This design comes from an exercise in tuning for small area, a short achievable clock period and few clock cycles on the open sky130 flow, not from production work. Function was checked by simulation only, so behaviour that the tests miss may differ from the original. Power is estimated from default activity; no workload was simulated.

==> wip/ember: inputs <==
// cnn_classifier
module cnn_classifier #(
    parameter int NUM_WINDOWS = 10
) (
    input  logic        clk_i,
    input  logic        rst,
    input  logic [15:0] data_i,
    input  logic [7:0]  ctrl_i,    
    output logic [3:0]  class_o,
    output logic        done_o
);
==> flow/config.mk <==
export PLATFORM = sky130hd
export DESIGN_NAME = cnn_classifier
export DESIGN_NICKNAME = cnn_classifier
export VERILOG_FILES = /design/flow/design.v
export SDC_FILE = /design/flow/constraint.sdc
export NUM_CORES = 4
export LEC_CHECK = 0
export CAP_MARGIN = 0
export CORE_MARGIN = 2
export CORE_UTILIZATION = 65
export CTS_CLUSTER_DIAMETER = 100
export CTS_CLUSTER_SIZE = 30
export PLACE_DENSITY = 0.75
export SLEW_MARGIN = 0
==> flow/constraint.sdc <==
create_clock -name core_clock -period 13.0 [get_ports {clk_i}]
set_input_delay 2.6000 -clock core_clock [delete_from_list [all_inputs] [get_ports {clk_i}]]
set_output_delay 2.6000 -clock core_clock [all_outputs]
set_load 0.01 [all_outputs]
standard.sh (not shown) runs the stock make flow with config.mk's settings and CLKGATE_MAP_FILE= SYNTH_SCRIPT=/design/flow/synth_recipe.tcl, a recipe that flattens the netlist after the stock synthesis.
==> flow/flow/run.sh <==
#!/bin/bash
# The standard layout, with two changes to how it is made (constraints unchanged):
#  - after the standard synthesis, polarity.py flips full-adder cells whose
#    inputs and outputs sit behind inverters (a full adder is self-dual), which
#    removes those inverters; registers and their names are untouched;
#  - timing repair aims at a setup slack of MARGIN ns.
set -euo pipefail
cd "$(dirname "$0")/.."
MARGIN=9.3
R=orfs/results/sky130hd/cnn_classifier/base
bash standard.sh synth SETUP_SLACK_MARGIN=$MARGIN > synth_flow.log 2>&1
cp $R/1_2_yosys.v 1_2_yosys.standard.v
python3 flow/polarity.py 1_2_yosys.standard.v $R/1_2_yosys.v > polarity.log 2>&1
rm -f $R/1_synth.odb $R/1_synth.sdc
bash standard.sh finish SETUP_SLACK_MARGIN=$MARGIN "BUFFER_PORTS_ARGS=-buffer_cell sky130_fd_sc_hd__buf_2" > standard_flow.log 2>&1
Other scripts of this flow, unchanged in this note and not shown: flow/flow/polarity.py
==> wip/garnet (differences from wip/ember) <==
--- a/flow/flow/run.sh
+++ b/flow/flow/run.sh
@@ -12,4 +12,4 @@
 cp $R/1_2_yosys.v 1_2_yosys.standard.v
 python3 flow/polarity.py 1_2_yosys.standard.v $R/1_2_yosys.v > polarity.log 2>&1
 rm -f $R/1_synth.odb $R/1_synth.sdc
-bash standard.sh finish SETUP_SLACK_MARGIN=$MARGIN "BUFFER_PORTS_ARGS=-buffer_cell sky130_fd_sc_hd__buf_2" > standard_flow.log 2>&1
+bash standard.sh finish SETUP_SLACK_MARGIN=$MARGIN > standard_flow.log 2>&1
- CAP_MARGIN: 0 -> 20
- CORE_UTILIZATION: 65 -> 40
- PLACE_DENSITY: 0.75 -> not set
- SLEW_MARGIN: 0 -> 20
==> wip/maple (differences from wip/ember) <==
- CAP_MARGIN: 0 -> 20
- CORE_UTILIZATION: 65 -> 40
- PLACE_DENSITY: 0.75 -> 0.8
- SLEW_MARGIN: 0 -> 20
==> key figures <==
Status
  – Status: complete, no violations

Power and ir drop
  – Net Sw Frac: 31.9%
  – Design Power: 6.26 mW

Worst setup path
  – Path depth of the worst reg2reg path: 7

Floorplanning
  – Rows: 114

GRT
  – First-pass GRT wire length: 144000 um
That was wip/garnet.
==> key figures <==
Status
  – Status: complete, no violations

Floorplanning
  – Rows: 89

Power and ir drop
  – Net Sw Frac: 31.7%

Worst setup path
  – Path depth of the worst reg2reg path: 8
That was wip/ember.
==> key figures <==
Power and ir drop
  – Pwr dens: 146 nW/um^2
  – Design Power: 6.10 mW

Worst setup path
  – Path depth of the worst reg2reg path: 9

Floorplanning
  – Rows: 114

Status
  – Status: complete, no violations

Worst hold path
  – Hold depth: 0

CTS
  – Worst-Skew Late Latency: 650 ps
That was wip/maple.
Testbench counts of wip/ember, summed over its fixed seeds: cycles 2,632.
Testbench counts of wip/garnet, summed over its fixed seeds: cycles 2,632.
Testbench counts of wip/maple, summed over its fixed seeds: cycles 2,632.

-- static timing again, ports no longer ideal --
Ports are ideal in the flow. The routed layouts listed here were re-timed in OpenROAD. Step 1, drivers: a clkbuf_16 drives clk_i and a buf_2 each remaining input, both assumed. Step 2 times the ports against the registers' clock, not the clock port: input delays grow and output delays shrink by t, the midpoint of the rising clock arrivals with the driver on. Three values: ideal ports, drivers, drivers and shift; two values: the first two.
| run | shift t [ns] | setup slack, ns | hold slack, ns | clock arrival spread, ns | cell pins on the clock port's net |
|---|---|---|---|---|---|
| wip/ember | 0.724 | 9.304 / 9.237 / 9.409 | 0.379 / 0.379 / 0.379 | 0.054 / 0.053 | 1 |
| wip/garnet | 0.670 | 9.343 / 9.268 / 9.371 | 0.375 / 0.375 / 0.375 | 0.049 / 0.049 | 1 |
| wip/maple | 0.685 | 9.299 / 9.243 / 9.374 | 0.371 / 0.371 / 0.371 | 0.034 / 0.034 | 1 |
After both steps setup and hold are still met in every run listed.
